This design comes from an exercise in tuning for a short achievable clock period and few clock cycles on the open sky130 flow, not from production work. At most, simulation tests tie the RTL to the original design; equivalence was not proved. Power is estimated from default activity; no workload was simulated.

==> module biquad_coeff_bank, before the edit <==
module biquad_coeff_bank #(
    parameter int  DATA_W = 64,
    parameter int  N_SECT = 4,
    parameter int  N_COEF = 5,
    localparam int N_WORDS = N_SECT * N_COEF,
    localparam int SECT_W = (N_SECT > 1) ? $clog2(N_SECT) : 1,
    localparam int IDX_W  = (N_COEF > 1) ? $clog2(N_COEF) : 1
) (
    input  logic               clk,
    input  logic               rst,
    input  logic [N_WORDS-1:0] i_wr_sel,     
    input  logic [DATA_W-1:0]  i_wr_dat,
    input  logic               i_swap,       
    input  logic               i_last_pend,  
    input  logic [SECT_W-1:0]  i_rd_sect,
    input  logic [IDX_W-1:0]   i_rd_idx,
    output logic [DATA_W-1:0]  o_rd_dat
);
    logic [DATA_W-1:0] r_bank0 [N_WORDS];
    logic [DATA_W-1:0] r_bank1 [N_WORDS];
    logic              r_sel;     
    logic              r_zero;    
    logic [DATA_W-1:0] r_rd_dat;
    logic [N_WORDS-1:0] w_hit;
    logic [DATA_W-1:0]  w_m0, w_m1, w_rd_act, w_rd_new, w_rd_nxt;
    always_comb begin
        for (int s = 0; s < N_SECT; s++)
            for (int c = 0; c < N_COEF; c++)
                w_hit[s*N_COEF + c] = (i_rd_sect == SECT_W'(s)) && (i_rd_idx == IDX_W'(c));
        w_m0 = '0;
        w_m1 = '0;
        for (int i = 0; i < N_WORDS; i++) begin
            w_m0 = w_m0 | ({DATA_W{w_hit[i]}} & r_bank0[i]);
            w_m1 = w_m1 | ({DATA_W{w_hit[i]}} & r_bank1[i]);
        end
        w_rd_act = r_zero ? '0 : (r_sel ? w_m1 : w_m0);
        if (i_last_pend && w_hit[N_WORDS-1])
            w_rd_new = i_wr_dat;
        else
            w_rd_new = r_sel ? w_m0 : w_m1;
        w_rd_nxt = i_swap ? w_rd_new : w_rd_act;
    end
    always_ff @(posedge clk) begin
        for (int i = 0; i < N_WORDS; i++) begin
            if (i_wr_sel[i] && r_sel)  r_bank0[i] <= i_wr_dat;
            if (i_wr_sel[i] && !r_sel) r_bank1[i] <= i_wr_dat;
        end
    end
    always_ff @(posedge clk or posedge rst) begin
        if (rst) begin
            r_sel    <= 1'b0;
            r_zero   <= 1'b1;
            r_rd_dat <= '0;
        end else begin
            r_sel    <= r_sel ^ i_swap;
            if (i_swap) r_zero <= 1'b0;
            r_rd_dat <= w_rd_nxt;
        end
    end
    assign o_rd_dat = r_rd_dat;
endmodule
make LEC_CHECK=0 ABC_CLOCK_PERIOD_IN_PS=2000 CAP_MARGIN=20 CORE_MARGIN=2 CORE_UTILIZATION=55 CTS_BUF_LIST=sky130_fd_sc_hd__clkbuf_16 CTS_CLUSTER_DIAMETER=70 CTS_CLUSTER_SIZE=34 SETUP_SLACK_MARGIN=3.3 SLEW_MARGIN=20 finish   # period 6.0 ns
run.sh (not shown) runs the stock make flow with config.mk's settings and CLKGATE_MAP_FILE= SYNTH_SCRIPT=/design/flow/synth_recipe.tcl, a recipe that flattens the netlist after the stock synthesis.
The starting point finished but fails on slew limit.
Change:
--- a/flow/design.v
+++ b/flow/design.v
@@ -35,26 +35,38 @@
 );
     logic [DATA_W-1:0] r_bank0 [N_WORDS];
     logic [DATA_W-1:0] r_bank1 [N_WORDS];
     logic              r_sel;     
     logic              r_zero;    
     logic [DATA_W-1:0] r_rd_dat;
-    logic [N_WORDS-1:0] w_hit;
-    logic [DATA_W-1:0]  w_m0, w_m1, w_rd_act, w_rd_new, w_rd_nxt;
+    logic [DATA_W-1:0] w_s0 [N_COEF];    
+    logic [DATA_W-1:0] w_s1 [N_COEF];    
+    logic [DATA_W-1:0] w_m0, w_m1, w_rd_act, w_rd_new, w_rd_nxt;
+    logic              w_hit_last;
     always_comb begin
-        for (int s = 0; s < N_SECT; s++)
-            for (int c = 0; c < N_COEF; c++)
-                w_hit[s*N_COEF + c] = (i_rd_sect == SECT_W'(s)) && (i_rd_idx == IDX_W'(c));
+        for (int c = 0; c < N_COEF; c++) begin
+            w_s0[c] = r_bank0[c];
+            w_s1[c] = r_bank1[c];
+            for (int s = 1; s < N_SECT; s++) begin
+                if (i_rd_sect == SECT_W'(s)) begin
+                    w_s0[c] = r_bank0[s*N_COEF + c];
+                    w_s1[c] = r_bank1[s*N_COEF + c];
+                end
+            end
+        end
         w_m0 = '0;
         w_m1 = '0;
-        for (int i = 0; i < N_WORDS; i++) begin
-            w_m0 = w_m0 | ({DATA_W{w_hit[i]}} & r_bank0[i]);
-            w_m1 = w_m1 | ({DATA_W{w_hit[i]}} & r_bank1[i]);
-        end
+        for (int c = 0; c < N_COEF; c++) begin
+            if (i_rd_idx == IDX_W'(c)) begin
+                w_m0 = w_s0[c];
+                w_m1 = w_s1[c];
+            end
+        end
+        w_hit_last = (i_rd_sect == SECT_W'(N_SECT-1)) && (i_rd_idx == IDX_W'(N_COEF-1));
         w_rd_act = r_zero ? '0 : (r_sel ? w_m1 : w_m0);
-        if (i_last_pend && w_hit[N_WORDS-1])
+        if (i_last_pend && w_hit_last)
             w_rd_new = i_wr_dat;
         else
             w_rd_new = r_sel ? w_m0 : w_m1;
         w_rd_nxt = i_swap ? w_rd_new : w_rd_act;
     end
     always_ff @(posedge clk) begin
The new run completed without violations.
Worst setup slack improved by 0.045 ns.
Hold slack improved by 0.019 ns.
Utilization decreases by 2.1 points.
Design area climbs by 0.53%.
Power grows by 1.4%.
Sequential share of layout area goes down by 0.32 points.
Testbench counts after the change, summed over its fixed seeds: cycles 4,111.
Function not checked in the first run of this note: the RTL went through the layout flow alone.

## static timing again, ports no longer ideal
The flow's constraints put no driver on any port. The routed layouts listed below were extracted and timed again, unchanged, in two steps.
Step 1 (the two cells are an assumption about what drives the block):
set clk [get_ports {wb_clk_i}]
set_driving_cell -lib_cell sky130_fd_sc_hd__clkbuf_16 $clk
set_driving_cell -lib_cell sky130_fd_sc_hd__buf_2 [delete_from_list [all_inputs] $clk]
Step 2 times the ports against the registers' clock, not the clock port: input delays grow and output delays shrink by t, the midpoint of the rising clock arrivals with the driver on.
Three values: ideal, step 1, step 2; two values: the first two.
run | t (ns) | slack for setup (ns) | hold WS [ns] | clock arrival spread, ns | worst register clock-pin slew, ns
the first run | 0.923 | 3.165 / 2.939 / 2.015 | 0.519 / 0.519 / 0.519 | 0.065 / 0.065 | 0.12 / 0.12
the second run | 0.944 | 3.210 / 3.022 / 2.078 | 0.539 / 0.539 / 0.539 | 0.046 / 0.046 | 0.12 / 0.12
For the first run, which loses most, drivers alone change the setup slack by -0.226 ns; drivers and shift together by -1.150 ns.
